This design comes from an exercise in tuning for small area, a short achievable clock period and few clock cycles per item on the open sky130 flow, not from production work. Function was checked by simulation only, so behaviour that the tests miss may differ from the original.

Design pressure_rolling_average, start of the top module:
module pressure_rolling_average (
    input  logic         clk,
    input  logic         rst_n,
    input  logic         s_tvalid,
    output logic         s_tready,
    input  logic [15:0]  s_tdata,    
    output logic         m_tvalid,
    input  logic         m_tready,
    output logic [39:0]  m_tdata,    
    output logic         m_tuser,    
    input  logic         cfg_valid,
    output logic         cfg_ready,
    input  logic [1:0]   cfg_index,
    input  logic [12:0]  cfg_data
);
    localparam int KA1 = 2;      
    localparam int KA2 = 2;      
    localparam int NE  = 5;
    function automatic int qsteps(input int j);
        qsteps = (j < 4) ? 2 : 1;
    endfunction
    function automatic int asteps(input int j);
        case (j)
            0:       asteps = 2;
            1:       asteps = 2;
            default: asteps = 0;
        endcase
    endfunction
    logic [5:0]  win_reg;
    logic [1:0]  model_reg;
    logic [12:0] ref_reg;
    logic [9:0]  off_reg;
  ...
Size in the first run: ~5400 cells after synthesis, ~990 flip-flops, roughly 80 I/O pins, about 63000 sq um of cells after synthesis.
Settings: LEC_CHECK=0, CAP_MARGIN=20, CORE_MARGIN=2, CORE_UTILIZATION=40, SETUP_SLACK_MARGIN=3.0, SLEW_MARGIN=20; clock period 8.5 ns.
run.sh (not shown) runs the stock make flow with config.mk's settings and CLKGATE_MAP_FILE= SYNTH_SCRIPT=/design/flow/synth_recipe.tcl, a recipe that flattens the netlist after the stock synthesis.
The starting point ran to the end with no violations.
Testbench counts at the start, summed over its fixed seeds: cycles 5,843, items 4,835.
Change:
--- a/flow/design.v
+++ b/flow/design.v
@@ -8,15 +8,14 @@
     input  logic               clk,
     input  logic               rst_n,
     input  logic               adv,
     input  logic               load,        
     input  logic [9:0]         sample,
     input  logic               win_wr,      
     input  logic [5:0]         win,         
-    input  logic [5:0]         win_nx,      
     input  logic               off_wr,      
     input  logic [9:0]         off,
     input  logic               uload,       
     input  logic [12:0]        ref_mv,
     output logic               busy,        
     output logic               vc,
     output logic [14:0]        sum,
@@ -50,55 +49,53 @@
     logic        ng_reg;
     logic [5:0]  nx_reg;
     logic [23:0] bctl_nx;
     assign busy  = dstep;
     assign sub   = (fill == win);
     assign nnew  = sub ? win : (fill + 6'd1);
     assign old   = old_r;
+    assign slot_nx = (6'(slot) + 6'd1 >= win) ? 5'd0 : (slot + 5'd1);
     always_ff @(posedge clk)
     begin
         if (load)
         begin
             old_r <= (win == 6'd1) ? sample : ring_mem[slot_nx];
         end
     end
     always_ff @(posedge clk or negedge rst_n)
     begin
         if (!rst_n)
         begin
             vb   <= 1'b0;
             vc   <= 1'b0;
             slot <= '0;
-            slot_nx <= 5'd1;
             fill <= '0;
             dcnt <= '0;
             dstep <= 1'b0;
         end
         else
         begin
             if (adv)
             begin
                 vb <= load;
                 vc <= vb;
             end
             if (win_wr)
             begin
-                slot    <= '0;
-                slot_nx <= (win_nx == 6'd1) ? 5'd0 : 5'd1;
+                slot  <= '0;
                 fill  <= '0;
                 dcnt  <= '0;
                 dstep <= 1'b0;
             end
             else
             begin
                 if (load)
                 begin
-                    slot    <= slot_nx;
-                    slot_nx <= (6'(slot_nx) + 6'd1 >= win) ? 5'd0 : (slot_nx + 5'd1);
-                    fill    <= nnew;
+                    slot <= slot_nx;
+                    fill <= nnew;
                 end
                 if (off_wr)
                 begin
                     dcnt  <= fill;
                     dstep <= (fill != 6'd0);
                 end
                 else if (dstep)
@@ -396,17 +393,14 @@
     endfunction
     logic [5:0]  win_reg;
     logic [1:0]  model_reg;
     logic [12:0] ref_reg;
     logic [9:0]  off_reg;
     logic        win_wr, off_wr, g_wr;
     logic [1:0]  gmodel;
-    logic [5:0]  win_nx;
-    assign win_nx = (cfg_data[5:0] == 6'd0) ? 6'd1 :
-                    (cfg_data[5:0] > 6'd32) ? 6'd32 : cfg_data[5:0];
     assign cfg_ready = 1'b1;
     assign win_wr    = cfg_valid && (cfg_index == 2'd0);
     assign off_wr    = cfg_valid && (cfg_index == 2'd3);
     assign g_wr      = cfg_valid && ((cfg_index == 2'd1) || (cfg_index == 2'd2));
     assign gmodel    = (cfg_valid && (cfg_index == 2'd1)) ? cfg_data[1:0] : model_reg;
     always_ff @(posedge clk or negedge rst_n)
     begin
@@ -416,74 +410,44 @@
             model_reg <= 2'd1;
             ref_reg   <= 13'd5000;
             off_reg   <= 10'd0;
         end
         else if (cfg_valid)
         begin
             case (cfg_index)
-                2'd0:    win_reg   <= win_nx;
+                2'd0:    win_reg   <= (cfg_data[5:0] == 6'd0) ? 6'd1 :
+                                      (cfg_data[5:0] > 6'd32) ? 6'd32 : cfg_data[5:0];
                 2'd1:    model_reg <= cfg_data[1:0];
                 2'd2:    ref_reg   <= cfg_data[12:0];
                 default: off_reg   <= cfg_data[9:0];
             endcase
         end
     end
     logic        out_v;
     logic        adv;
     logic        busy_r, busy_p;
     assign adv      = !out_v || m_tready;
-    logic        in_v;
-    logic [9:0]  in_d;
-    logic        s_fire;
-    logic        p_load;
-    logic [9:0]  p_data;
-    assign s_tready = !in_v && !busy_r && !busy_p;
-    assign s_fire   = s_tvalid && s_tready;
-    assign p_load   = adv && (in_v || s_fire);
-    assign p_data   = in_v ? in_d : s_tdata[9:0];
-    always_ff @(posedge clk or negedge rst_n)
-    begin
-        if (!rst_n)
-        begin
-            in_v <= 1'b0;
-        end
-        else if (adv)
-        begin
-            in_v <= 1'b0;
-        end
-        else if (s_fire)
-        begin
-            in_v <= 1'b1;
-        end
-    end
-    always_ff @(posedge clk)
-    begin
-        if (s_fire)
-        begin
-            in_d <= s_tdata[9:0];
-        end
-    end
+    assign s_tready = adv && !busy_r && !busy_p;
     logic               vc;
     logic [14:0]        sum_c;
     logic [16:0]        diff_c;
     logic [5:0]         n_c;
     logic               full_c;
     logic [23:0]        bctl_c;
     logic               mneg_c;
     logic [5:0]         mnx_c;
     logic               uload;
     pra_ring u_ring (
         .clk    (clk),
         .rst_n  (rst_n),
         .adv    (adv),
-        .load   (p_load),
-        .sample (p_data),
+        .load   (s_tvalid && s_tready),
+        .sample (s_tdata[9:0]),
         .win_wr (win_wr),
         .win    (win_reg),
-        .win_nx (win_nx),
         .off_wr (off_wr),
         .off    (off_reg),
         .uload  (uload),
         .ref_mv (ref_reg),
         .busy   (busy_r),
         .vc     (vc),
         .sum    (sum_c),
After rerunning: The new run completed without violations. Synthesized area is lower by 0.85%. Worst setup slack gets better by 0.13 ns. Clock-buffer cell count is lower by 17. Utilization is higher by 0.19 points. Die area is lower by 0.84%. Non-clock buffer count is higher by 28. Critical path depth is lower by 4. Wire length is higher by 0.80%. Cell area is lower by 0.60%. Global-route usage is higher by 0.19 points. Synthesized cell count is higher by 2.3%.
Testbench counts after the change, summed over its fixed seeds: cycles 5,843, items 4,835.

---

== alpha ==
Another version of the RTL of pressure_rolling_average (not shown whole).
Size: about 5400 cells after synthesis, ~80 I/O pins, ~63000 µm² of cells after synthesis.
clock: 8.5 ns
lec_check: 0
cap_margin: 20
core_margin: 2
core_utilization: 40
setup_slack_margin: 4.3
slew_margin: 20
Testbench counts of alpha, summed over its fixed seeds: cycles 5,843, items 4,835.
Setup changes, alpha to gamma
diff --git a/flow/design.v b/flow/design.v
--- a/flow/design.v
+++ b/flow/design.v
@@ -209,40 +209,52 @@
 ) (
     input  logic [5:0]       n,
     input  logic [7:0]       n3,      
     input  logic [WW+4:0]    st_i,
     output logic [WW+4:0]    st_o
 );
     always_comb
     begin
         logic [4:0]    rem;
         logic [WW-1:0] w;
         logic [6:0]    t;
         logic [8:0]    d1, d2, d3;
-        logic          s3, s2, s1, s0;
         rem = st_i[WW+4:WW];
         w   = st_i[WW-1:0];
         for (int i = 0; i < NST; i++)
         begin
             t  = {rem, w[WW-1:WW-2]};
             d1 = {2'b00, t} - {3'b000, n};
             d2 = {2'b00, t} - {2'b00, n, 1'b0};
             d3 = {2'b00, t} - {1'b0, n3};
-            s3 = !d3[8];
-            s2 = d3[8] & !d2[8];
-            s1 = d2[8] & !d1[8];
-            s0 = d1[8];
-            rem = ({5{s3}} & d3[4:0]) | ({5{s2}} & d2[4:0])
-                | ({5{s1}} & d1[4:0]) | ({5{s0}} & t[4:0]);
-            w   = {w[WW-3:0], !d2[8], s3 | s1};
+            if (!d3[8])
+            begin
+                rem = d3[4:0];
+                w   = {w[WW-3:0], 2'd3};
+            end
+            else if (!d2[8])
+            begin
+                rem = d2[4:0];
+                w   = {w[WW-3:0], 2'd2};
+            end
+            else if (!d1[8])
+            begin
+                rem = d1[4:0];
+                w   = {w[WW-3:0], 2'd1};
+            end
+            else
+            begin
+                rem = t[4:0];
+                w   = {w[WW-3:0], 2'd0};
+            end
         end
         st_o = {rem, w};
     end
 endmodule
 module pra_press (
     input  logic              clk,
     input  logic              rst_n,
     input  logic              adv,
     input  logic              gstart,    
     input  logic [1:0]        gmodel,    
     input  logic [23:0]       bctl,      
     input  logic [5:0]        n,         
@@ -361,35 +373,31 @@
     output logic         s_tready,
     input  logic [15:0]  s_tdata,    
     output logic         m_tvalid,
     input  logic         m_tready,
     output logic [39:0]  m_tdata,    
     output logic         m_tuser,    
     input  logic         cfg_valid,
     output logic         cfg_ready,
     input  logic [1:0]   cfg_index,
     input  logic [12:0]  cfg_data
 );
     localparam int KA1 = 2;      
-    localparam int KA2 = 2;      
-    localparam int NE  = 5;
+    localparam int KA2 = 1;      
+    localparam int NE  = 6;
     function automatic int qsteps(input int j);
-        qsteps = (j < 4) ? 2 : 1;
+        qsteps = 1;
     endfunction
     function automatic int asteps(input int j);
-        case (j)
-            0:       asteps = 2;
-            1:       asteps = 2;
-            default: asteps = 0;
-        endcase
+        asteps = (j < 3) ? 1 : 0;
     endfunction
     logic [5:0]  win_reg;
     logic [1:0]  model_reg;
     logic [12:0] ref_reg;
     logic [9:0]  off_reg;
     logic        win_wr, off_wr, g_wr;
     logic [1:0]  gmodel;
     logic [5:0]  win_nx;
     assign win_nx = (cfg_data[5:0] == 6'd0) ? 6'd1 :
                     (cfg_data[5:0] > 6'd32) ? 6'd32 : cfg_data[5:0];
     assign cfg_ready = 1'b1;
     assign win_wr    = cfg_valid && (cfg_index == 2'd0);
@@ -495,25 +503,27 @@
         .nx     (mnx_c),
         .uload  (uload),
         .busy   (busy_p),
         .v      (v_mul)
     );
     logic [18:0] a_c, a_c2;
     assign a_c = {sum_c, 4'b0000};    
     pra_ndiv #(.WW(14), .NST(KA1)) u_adiv1 (.n(n_c), .st_i(a_c), .st_o(a_c2));
     logic        v_d1, neg_d1, full_d1;
     logic [5:0]  n_d1;
     logic [7:0]  n3_d1;
     logic [18:0] a_d1, a_d1x;
-    pra_ndiv4 #(.WW(14), .NST(KA2)) u_adiv2 (.n(n_d1), .n3(n3_d1), .st_i(a_d1), .st_o(a_d1x));
+    logic [18:0] a_d1m;
+    pra_ndiv4 #(.WW(14), .NST(KA2)) u_adiv2 (.n(n_d1), .n3(n3_d1), .st_i(a_d1), .st_o(a_d1m));
+    pra_ndiv  #(.WW(14), .NST(1))   u_adiv3 (.n(n_d1), .st_i(a_d1m), .st_o(a_d1x));
     logic        ovf_d1x, zf_d1x;
     assign ovf_d1x = (v_mul[23:18] >= n_d1);
     assign zf_d1x  = neg_d1 && (v_mul[23:5] == '1);
     logic        v_d2, neg_d2, full_d2;
     logic [5:0]  n_d2;
     logic [7:0]  n3_d2;
     logic [18:0] a_d2;
     logic [22:0] q_d2;
     logic        ovf_d2, zf_d2;
     always_ff @(posedge clk or negedge rst_n)
     begin
         if (!rst_n)
@@ -575,28 +585,32 @@
         end
         else
         begin : g_next
             assign n_in    = n_e[(j-1)*6 +: 6];
             assign n3_in   = n3_e[(j-1)*8 +: 8];
             assign ovf_in  = ovf_e[j-1];
             assign zf_in   = zf_e[j-1];
             assign q_in    = q_st[(j-1)*23 +: 23];
             assign a_in    = a_st[(j-1)*19 +: 19];
             assign neg_in  = neg_e[j-1];
             assign full_in = full_e[j-1];
         end
-        pra_ndiv4 #(.WW(18), .NST(QD)) u_qdiv (.n(n_in), .n3(n3_in), .st_i(q_in), .st_o(q_out));
+        logic [22:0] q_mid;
+        pra_ndiv4 #(.WW(18), .NST(QD)) u_qdiv (.n(n_in), .n3(n3_in), .st_i(q_in), .st_o(q_mid));
+        pra_ndiv  #(.WW(18), .NST(1))  u_qdiv2 (.n(n_in), .st_i(q_mid), .st_o(q_out));
         if (AD > 0)
         begin : g_avg
-            pra_ndiv4 #(.WW(14), .NST(AD)) u_adiv (.n(n_in), .n3(n3_in), .st_i(a_in), .st_o(a_out));
+            logic [18:0] a_mid;
+            pra_ndiv4 #(.WW(14), .NST(AD)) u_adiv (.n(n_in), .n3(n3_in), .st_i(a_in), .st_o(a_mid));
+            pra_ndiv  #(.WW(14), .NST(1))  u_adiv2 (.n(n_in), .st_i(a_mid), .st_o(a_out));
         end
         else
         begin : g_avg_done
             assign a_out = a_in;
         end
         always_ff @(posedge clk or negedge rst_n)
         begin
             if (!rst_n)
             begin
                 ve[j+1] <= 1'b0;
             end
             else if (adv)
--- outcome ---
Delta(synthesized netlist cell count, gamma - alpha) < 0
Compared with alpha, gamma shows a final setup skew that is 0.0081 ns higher.
For alpha, the start point of the critical path was n_d2[0], unlike gamma, where it was m_tready.
When gamma is measured against alpha, its share of post-route cells with drive strength above 1 turns out 1.1 points lower.
Fraction of synthesis flops using an asynchronous set or reset pin down 0.29 points in gamma wrt alpha
In the flow results for gamma and alpha, the via count is smaller on gamma.
Testbench counts of gamma, summed over its fixed seeds: cycles 5,923, items 4,835.

[re-timing with driven ports]
Ports are ideal in the flow. The routed layouts listed here were re-timed in OpenROAD. Step 1 (the two cells are an assumption about what drives the block):
set clk [get_ports {clk}]
set_driving_cell -lib_cell sky130_fd_sc_hd__clkbuf_16 $clk
set_driving_cell -lib_cell sky130_fd_sc_hd__buf_2 [delete_from_list [all_inputs] $clk]
Step 2, shift: input delay + t, output delay - t, t = (earliest + latest rising clock arrival at the registers) / 2. This alone moves slack from input paths to output paths. Three values: ideal, step 1, step 2; two values: the first two.
run	t, ns	setup WS [ns]	worst setup path after step 2	worst data-port slew with drivers (ns)	cell pins on the clock port's net
the first run of note 1	0.832	3.275 / 3.328 / 2.496	input to register	0.14	1
the second run of note 1	0.818	3.407 / 3.385 / 2.761	input to register	0.04	1
alpha	0.807	4.135 / 4.135 / 3.733	input to register	0.07	1
gamma	0.827	4.331 / 4.363 / 3.552	input to register	0.09	1
After both steps setup and hold are still met in every run listed.
